What follows belongs to an exercise in optimizing a design on an open flow for small area; a production flow would make more cautious choices.
Only simulation tests tie the RTL to the original design; equivalence was not proved.
No driver is modelled on the clock port, so clocking that relies on it looks cheaper here than on a real chip.
Power figures rest on the tool's default switching activity, not on a simulated workload.

==> willow: inputs <==
==> flow/design.v <==
package fir_pkg;
    localparam int FIR_FILTER_SIZE = 172;
    localparam int FIR_COEFF_W     = 16;
    localparam int FIR_HALF_TAPS   = FIR_FILTER_SIZE / 2;
    localparam int FIR_PTR_W       = $clog2(FIR_HALF_TAPS);
    typedef enum logic [1:0] {
        IDLE  = 2'd0,
        LOAD  = 2'd1,
        FULL  = 2'd2,
        CHECK = 2'd3
    } fir_state_t;
endpackage
module fir_coeff_bank #(
    parameter  int N  = fir_pkg::FIR_HALF_TAPS,
    parameter  int W  = fir_pkg::FIR_COEFF_W
) (
    input  logic            clk,
    input  logic            reset,
    input  logic            sh_en,
    input  logic            sh_hold,
    input  logic [W-1:0]    din,
    input  logic            cp_en,
    input  logic            cp_hold,
    output logic [N*W-1:0]  bank
);
    logic [N*W-1:0] shadow;
    logic [N*W-1:0] shadow_in;
    assign shadow_in = {din, shadow[N*W-1:W]};
    always_ff @(posedge clk) begin
        shadow <= (shadow_in & {(N*W){sh_en}}) | (shadow & {(N*W){sh_hold}});
    end
    always_ff @(posedge clk or posedge reset) begin
        if (reset) begin
            bank <= '0;
        end else begin
            bank <= (shadow & {(N*W){cp_en}}) | (bank & {(N*W){cp_hold}});
        end
    end
endmodule
module fir_coeff_loader #(
    parameter  int FILTER_SIZE = fir_pkg::FIR_FILTER_SIZE,
    parameter  int COEFF_W     = fir_pkg::FIR_COEFF_W,
    localparam int HALF_TAPS   = FILTER_SIZE / 2
) (
    input  logic                      clk,
    input  logic                      reset,
    input  logic                      load_start,
    input  logic [COEFF_W-1:0]        coeff_in,
    input  logic                      coeff_valid,
    output logic                      coeff_ready,
    input  logic                      commit,
    output logic [HALF_TAPS*COEFF_W-1:0] coeff_bank,
    output logic                      coeff_update,
    output logic                      bank_full,
    output logic                      load_err
);
    logic       st_load;
    logic       st_full;
    logic [6:0] ptr;
    localparam logic [6:0] PTR_FIRST = 7'd1;
    localparam logic [6:0] PTR_LAST  = 7'b1101100;
    logic last_word;
    logic do_commit;
    logic go_load;
    logic sh_en;
    assign coeff_ready = st_load;
    assign bank_full   = st_full;
    assign last_word   = (ptr == PTR_LAST);
    assign do_commit   = st_full & commit;
    assign go_load     = load_start & ~do_commit;
    always_ff @(posedge clk or posedge reset) begin
        if (reset) begin
            st_load      <= 1'b0;
            st_full      <= 1'b0;
            coeff_update <= 1'b0;
            load_err     <= 1'b0;
        end else begin
            st_load      <= go_load | (st_load & ~(coeff_valid & last_word));
            st_full      <= (st_load & ~load_start & coeff_valid & last_word) |
                            (st_full & ~commit & ~load_start);
            coeff_update <= do_commit;
            load_err     <= st_load & load_start;
        end
    end
    always_ff @(posedge clk) begin
        if (load_start) begin
            ptr <= PTR_FIRST;
        end else if (coeff_valid) begin
            ptr <= {ptr[5:0], ptr[6] ^ ptr[5]};
        end
    end
    assign sh_en = coeff_valid & ~st_full;
    fir_coeff_bank #(
        .N (HALF_TAPS),
        .W (COEFF_W)
    ) u_bank (
        .clk     (clk),
        .reset   (reset),
        .sh_en   (sh_en),
        .sh_hold (~sh_en),
        .din     (coeff_in),
        .cp_en   (do_commit),
        .cp_hold (~do_commit),
        .bank    (coeff_bank)
    );
endmodule
==> flow/flow/run.sh <==
#!/bin/bash
# Own layout flow: the standard ORFS flow (standard.sh) with
#  - the port buffers taken from the smallest buffer, sky130_fd_sc_hd__buf_1
#    (repair may still resize them), instead of the one buffer_ports picks;
#  - clock tree synthesis settings from flow/cts_args.txt (no dummy loads).
# Each tool's output goes to a log file of its own in this folder; ORFS keeps its
# per-step logs under orfs/logs/.
set -euo pipefail
cd "$(dirname "$0")/.."
{
  echo "export BUFFER_PORTS_ARGS = -buffer_cell sky130_fd_sc_hd__buf_1"
  echo "export CTS_ARGS = $(cat flow/cts_args.txt)"
} >> config.mk
bash standard.sh finish > standard_flow.log 2>&1
==> flow/flow/cts_args.txt <==
-sink_clustering_enable -repair_clock_nets -dont_use_dummy_load
==> flow/standard.sh <==
#!/bin/bash
# synth_recipe.tcl (not shown) runs the flow's synth.tcl, then flattens the netlist and writes it again
# the make line also repeats each setting of config.mk as NAME=value (left out here)
make -C /OpenROAD-flow-scripts/flow DESIGN_CONFIG=/design/flow/config.mk WORK_HOME=/design/flow/orfs CLKGATE_MAP_FILE= SYNTH_SCRIPT=/design/flow/synth_recipe.tcl "${@:-finish}"
==> flow/config.mk <==
export PLATFORM = sky130hd
export DESIGN_NAME = fir_coeff_loader
export DESIGN_NICKNAME = fir_coeff_loader
export VERILOG_FILES = /design/flow/design.v
export SDC_FILE = /design/flow/constraint.sdc
export NUM_CORES = 4
export LEC_CHECK = 0
export CAP_MARGIN = 20
export CORE_AREA = 5 5 405 405
export DIE_AREA = 0 0 410 410
export PLACE_DENSITY = 0.72
export SLEW_MARGIN = 20
export SYNTH_HIERARCHICAL = 1
export BUFFER_PORTS_ARGS = -buffer_cell sky130_fd_sc_hd__buf_1
export CTS_ARGS = -sink_clustering_enable -repair_clock_nets -dont_use_dummy_load
==> flow/constraint.sdc <==
create_clock -name core_clock -period 5.0 [get_ports {clk}]
set_input_delay 1.0000 -clock core_clock [delete_from_list [all_inputs] [get_ports {clk}]]
set_output_delay 1.0000 -clock core_clock [all_outputs]
set_load 0.01 [all_outputs]
==> nickel: changes against willow <==
==> flow/design.v, changed modules only <==
module fir_coeff_bank #(
    parameter  int N  = fir_pkg::FIR_HALF_TAPS,
    parameter  int W  = fir_pkg::FIR_COEFF_W
) (
    input  logic            clk,
    input  logic            reset,
    input  logic            sh_en,
    input  logic            sh_hold,
    input  logic [W-1:0]    din,
    input  logic            cp_en,
    input  logic            cp_hold,
    input  logic            bank_valid,
    output logic [N*W-1:0]  bank
);
    logic [N*W-1:0] shadow_n;
    logic [N*W-1:0] shadow_in;
    logic [N*W-1:0] active_n;
    logic           show;
    assign shadow_in = {~din, shadow_n[N*W-1:W]};
    always_ff @(posedge clk) begin
        shadow_n <= (shadow_in & {(N*W){sh_en}}) | (shadow_n & {(N*W){sh_hold}});
    end
    always_ff @(posedge clk) begin
        active_n <= (shadow_n & {(N*W){cp_en}}) | (active_n & {(N*W){cp_hold}});
    end
    assign show = bank_valid & ~reset;
    assign bank = ~active_n & {(N*W){show}};
endmodule
module fir_coeff_loader #(
    parameter  int FILTER_SIZE = fir_pkg::FIR_FILTER_SIZE,
    parameter  int COEFF_W     = fir_pkg::FIR_COEFF_W,
    localparam int HALF_TAPS   = FILTER_SIZE / 2
) (
    input  logic                      clk,
    input  logic                      reset,
    input  logic                      load_start,
    input  logic [COEFF_W-1:0]        coeff_in,
    input  logic                      coeff_valid,
    output logic                      coeff_ready,
    input  logic                      commit,
    output logic [HALF_TAPS*COEFF_W-1:0] coeff_bank,
    output logic                      coeff_update,
    output logic                      bank_full,
    output logic                      load_err
);
    logic       st_load;
    logic       st_full;
    logic [6:0] ptr;
    localparam logic [6:0] PTR_FIRST = 7'd1;
    localparam logic [6:0] PTR_LAST  = 7'b1101100;
    logic last_word;
    logic do_commit;
    logic go_load;
    logic sh_en;
    logic bank_valid;
    assign coeff_ready = st_load;
    assign bank_full   = st_full;
    assign last_word   = (ptr == PTR_LAST);
    assign do_commit   = st_full & commit;
    assign go_load     = load_start & ~do_commit;
    always_ff @(posedge clk or posedge reset) begin
        if (reset) begin
            st_load      <= 1'b0;
            st_full      <= 1'b0;
            coeff_update <= 1'b0;
            load_err     <= 1'b0;
            bank_valid   <= 1'b0;
        end else begin
            st_load      <= go_load | (st_load & ~(coeff_valid & last_word));
            st_full      <= (st_load & ~load_start & coeff_valid & last_word) |
                            (st_full & ~commit & ~load_start);
            coeff_update <= do_commit;
            load_err     <= st_load & load_start;
            bank_valid   <= bank_valid | do_commit;
        end
    end
    always_ff @(posedge clk) begin
        if (load_start) begin
            ptr <= PTR_FIRST;
        end else if (coeff_valid) begin
            ptr <= {ptr[5:0], ptr[6] ^ ptr[5]};
        end
    end
    assign sh_en = coeff_valid & ~st_full;
    fir_coeff_bank #(
        .N (HALF_TAPS),
        .W (COEFF_W)
    ) u_bank (
        .clk     (clk),
        .reset   (reset),
        .sh_en   (sh_en),
        .sh_hold (~sh_en),
        .din     (coeff_in),
        .cp_en   (do_commit),
        .cp_hold (~do_commit),
        .bank_valid (bank_valid),
        .bank    (coeff_bank)
    );
endmodule
==> flow/flow/run.sh (replaced) <==
#!/bin/bash
# Own layout flow: the standard ORFS flow (standard.sh) with
#  - the port buffers taken from the smallest buffer, sky130_fd_sc_hd__buf_1
#    (repair may still resize them), instead of the one buffer_ports picks;
#  - clock tree synthesis settings from flow/cts_args.txt (no dummy loads);
#  - flow/size_clk.tcl after CTS: gives each clock buffer that drives
#    flip-flop clock pins the smallest clock buffer type that keeps their slew
#    under a target (and splits a leaf that is too slow even at the largest).
# Each tool's output goes to a log file of its own in this folder; ORFS keeps its
# per-step logs under orfs/logs/.
set -euo pipefail
cd "$(dirname "$0")/.."
{
  echo "export BUFFER_PORTS_ARGS = -buffer_cell sky130_fd_sc_hd__buf_1"
  echo "export CTS_ARGS = $(cat flow/cts_args.txt)"
  echo "export POST_CTS_TCL = $PWD/flow/size_clk.tcl"
} >> config.mk
bash standard.sh finish > standard_flow.log 2>&1
==> flow/flow/cts_args.txt (replaced) <==
-sink_clustering_enable -repair_clock_nets -dont_use_dummy_load -buf_list {sky130_fd_sc_hd__clkbuf_8} -sink_clustering_size 18 -sink_clustering_max_diameter 60
==> flow/flow/size_clk.tcl (new file) <==
# After CTS: give every clock buffer that drives flip-flop clock pins the
# smallest clock buffer type that keeps those pins' slew under clk_thr; a leaf
# that is too slow even as the largest type is split in two (a twin on the same
# input net takes the half of its sinks on one side), then sized again.
set clk_thr 0.112
set clk_sizes {sky130_fd_sc_hd__clkbuf_2 sky130_fd_sc_hd__clkbuf_4 sky130_fd_sc_hd__clkbuf_8 sky130_fd_sc_hd__clkbuf_16}
set block [ord::get_db_block]
set split_n 0

proc leaf_worst {inst} {
  set w 0
  foreach p [get_pins -of_objects [get_nets -of_objects [get_pins -of_objects $inst -filter "direction==output"]] -filter "direction==input"] {
    set s [get_property $p slew_max]
    if {$s > $w} { set w $s }
  }
  return $w
}

proc leaves {} {
  set d [dict create]
  foreach pin [all_registers -clock_pins] {
    foreach dp [get_pins -of_objects [get_nets -of_objects $pin] -filter "direction==output"] {
      dict set d [get_full_name [get_cells -of_objects $dp]] 1
    }
  }
  return [dict keys $d]
}

proc split_leaf {name} {
  global block split_n
  set dbi [$block findInst $name]
  set in_net [[$dbi findITerm A] getNet]
  set out_net [[$dbi findITerm X] getNet]
  set sinks {}
  foreach it2 [$out_net getITerms] {
    if {[$it2 getIoType] == "INPUT"} {
      set bb [[$it2 getInst] getBBox]
      lappend sinks [list $it2 [$bb xMin] [$bb yMin]]
    }
  }
  set n [llength $sinks]
  if {$n < 4} { return 0 }
  set xs [lsort -integer [lmap s $sinks {lindex $s 1}]]
  set ys [lsort -integer [lmap s $sinks {lindex $s 2}]]
  set ax [expr {([lindex $xs end] - [lindex $xs 0]) >= ([lindex $ys end] - [lindex $ys 0]) ? 1 : 2}]
  set sorted [lsort -integer -index $ax $sinks]
  set half [lrange $sorted [expr {$n / 2}] end]
  set keep [lrange $sorted 0 [expr {$n / 2 - 1}]]
  incr split_n
  set nname "${name}_split$split_n"
  set newnet [odb::dbNet_create $block "${nname}_net"]
  $newnet setSigType CLOCK
  set newi [odb::dbInst_create $block [$dbi getMaster] $nname]
  [$newi findITerm A] connect $in_net
  [$newi findITerm X] connect $newnet
  set sx 0; set sy 0
  foreach s $half { [lindex $s 0] disconnect; [lindex $s 0] connect $newnet; set sx [expr {$sx + [lindex $s 1]}]; set sy [expr {$sy + [lindex $s 2]}] }
  set kx 0; set ky 0
  foreach s $keep { set kx [expr {$kx + [lindex $s 1]}]; set ky [expr {$ky + [lindex $s 2]}] }
  $newi setLocation [expr {$sx / [llength $half]}] [expr {$sy / [llength $half]}]
  $newi setPlacementStatus PLACED
  $dbi setLocation [expr {$kx / [llength $keep]}] [expr {$ky / [llength $keep]}]
  return 1
}

estimate_parasitics -placement
for {set pass 0} {$pass < 4} {incr pass} {
  set nsplit 0
  set ndown 0
  foreach name [leaves] {
    set inst [get_cells $name]
    set orig [get_property $inst ref_name]
    if {[lsearch $clk_sizes $orig] < 0} { continue }
    set chosen ""
    foreach m $clk_sizes {
      if {$m ne [get_property $inst ref_name]} { replace_cell $inst $m }
      if {[leaf_worst $inst] <= $clk_thr} { set chosen $m; break }
    }
    if {$chosen eq ""} {
      # too slow even as the largest: split, size both halves on the next pass
      incr nsplit [split_leaf $name]
    } elseif {$chosen ne $orig} {
      incr ndown
    }
  }
  detailed_placement
  estimate_parasitics -placement
  set worst 0
  foreach pin [all_registers -clock_pins] {
    set s [get_property $pin slew_max]
    if {$s > $worst} { set worst $s }
  }
  puts "size_clk: pass $pass resized $ndown split $nsplit worst clock-pin slew $worst"
  if {$nsplit == 0 && $worst <= $clk_thr} { break }
}
==> flow/config.mk (replaced) <==
export PLATFORM = sky130hd
export DESIGN_NAME = fir_coeff_loader
export DESIGN_NICKNAME = fir_coeff_loader
export VERILOG_FILES = /design/flow/design.v
export SDC_FILE = /design/flow/constraint.sdc
export NUM_CORES = 4
export LEC_CHECK = 0
export CAP_MARGIN = 20
export CORE_AREA = 5 5 385 385
export DIE_AREA = 0 0 390 390
export PLACE_DENSITY = 0.78
export SLEW_MARGIN = 20
export SYNTH_HIERARCHICAL = 1
export BUFFER_PORTS_ARGS = -buffer_cell sky130_fd_sc_hd__buf_1
export CTS_ARGS = -sink_clustering_enable -repair_clock_nets -dont_use_dummy_load -buf_list {sky130_fd_sc_hd__clkbuf_8} -sink_clustering_size 18 -sink_clustering_max_diameter 60
export POST_CTS_TCL = /design/flow/flow/size_clk.tcl
==> lagoon: changes against willow <==
==> flow/run.sh (new file) <==
#!/bin/bash
# synth_recipe.tcl (not shown) runs the flow's synth.tcl, then flattens the netlist and writes it again
# the make line also repeats each setting of config.mk as NAME=value (left out here)
make -C /OpenROAD-flow-scripts/flow DESIGN_CONFIG=/design/flow/config.mk WORK_HOME=/design/flow/orfs CLKGATE_MAP_FILE= SYNTH_SCRIPT=/design/flow/synth_recipe.tcl finish
==> flow/config.mk (replaced) <==
export PLATFORM = sky130hd
export DESIGN_NAME = fir_coeff_loader
export DESIGN_NICKNAME = fir_coeff_loader
export VERILOG_FILES = /design/flow/design.v
export SDC_FILE = /design/flow/constraint.sdc
export NUM_CORES = 4
export LEC_CHECK = 0
export CAP_MARGIN = 20
export CORE_AREA = 10 10 630 630
export DIE_AREA = 0 0 640 640
export SLEW_MARGIN = 20
export SYNTH_HIERARCHICAL = 1
removed: flow/flow/run.sh
removed: flow/flow/cts_args.txt
removed: flow/standard.sh
==> comparison <==
The highest wire length belongs to lagoon, the lowest to nickel. Via count: lagoon is lower than willow (about 1.1%). Combinational power: nickel < willow < lagoon. Design area, lowest first: nickel, willow, lagoon. The highest power belongs to lagoon, the lowest to nickel. The highest global-route usage belongs to nickel, the lowest to lagoon. Clock skew: lagoon is lower than nickel (0.059 ns). Against willow, the flip-flop and latch count of nickel is higher by 1. Against willow, the critical path depth of nickel is higher by 6.
==> figures <==
Share of the final layout cell area in multi-input gates: nickel 30.63%; lagoon 20.42%; willow 23.63%
Most common cell after layout, fill and taps aside: nickel sky130_fd_sc_hd__dfxtp_1; lagoon sky130_fd_sc_hd__a22o_1; willow sky130_fd_sc_hd__a22o_1
Initial antenna violation count: nickel 18; lagoon 6; willow 5
Part of the Yosys area used for sequential elements: nickel 62.10%; lagoon 68.80%; willow 68.80%
Dpl cells: nickel 10340; lagoon 12140; willow 9104
Number of buffers added by the clock tree synthesis step: nickel -; lagoon 293; willow 285
Number of levels in the clock H-tree: nickel -; lagoon 5; willow 5
Fraction of the mapped netlist area in compound gates: nickel 27.00%; lagoon 26.68%; willow 26.68%
Power share of the clock group: nickel 28.4%; lagoon 47.8%; willow 41.9%
Total placed instance area: nickel 0.09381 mm^2; lagoon 0.1088 mm^2; willow 0.09563 mm^2
Synthesized area: nickel 0.08914 mm^2; lagoon 0.09043 mm^2; willow 0.09043 mm^2
Crit-path slowest cell: nickel sky130_fd_sc_hd__dlygate4sd3_1; lagoon sky130_fd_sc_hd__clkdlybuf4s50_1; willow sky130_fd_sc_hd__buf_1
Number of flip-flops and latches: nickel 2764; lagoon 2763; willow 2763
CP max stage delay: nickel 0.53 ns; lagoon 0.98 ns; willow 0.56 ns
Run status: nickel timing/DRC/antenna clean; lagoon timing/DRC/antenna clean; willow timing/DRC/antenna clean
Routed length on met2: nickel 136.1 mm; lagoon 166.2 mm; willow 134.3 mm
Worst slack after detailed placement: nickel 1.023 ns; lagoon 1.415 ns; willow 1.403 ns
Final std cells w/o fill: nickel 10520; lagoon 12680; willow 9394
Global-route met1 utilization: nickel 50.00%; lagoon 19.92%; willow 46.34%
CTS-repair resized insts: nickel -; lagoon 0; willow 0

what the ideal ports hide:
In the flow no input, the clock included, has a driving cell. The finished layouts below were timed again as built, in two steps. Step 1 sets driving cells, clkbuf_16 on the clock port and buf_2 on the other inputs (assumed; they add their load-dependent delay and slew). Step 2, shift: input delay + t, output delay - t, t = (earliest + latest rising clock arrival at the registers) / 2. This alone moves slack from input paths to output paths. Three values: no drivers, after step 1, after step 2; two values: the first two.
run	shift t [ns]	setup slack, ns	latest minus earliest clock arrival (ns)	slew at the worst register clock pin (ns)	worst slew at a driven data input, ns
willow	0.960	2.170 / 2.082 / 1.270	0.082 / 0.083	0.07 / 0.07	0.15
nickel	0.993	0.478 / 0.456 / 0.456	0.131 / 0.131	0.12 / 0.12	0.10
lagoon	0.981	1.769 / 1.656 / 1.295	0.072 / 0.071	0.07 / 0.07	0.27
After both steps setup and hold are still met in every run listed. The setup slack of willow, which loses most, moves by -0.088 ns with the drivers and by -0.900 ns with both steps.
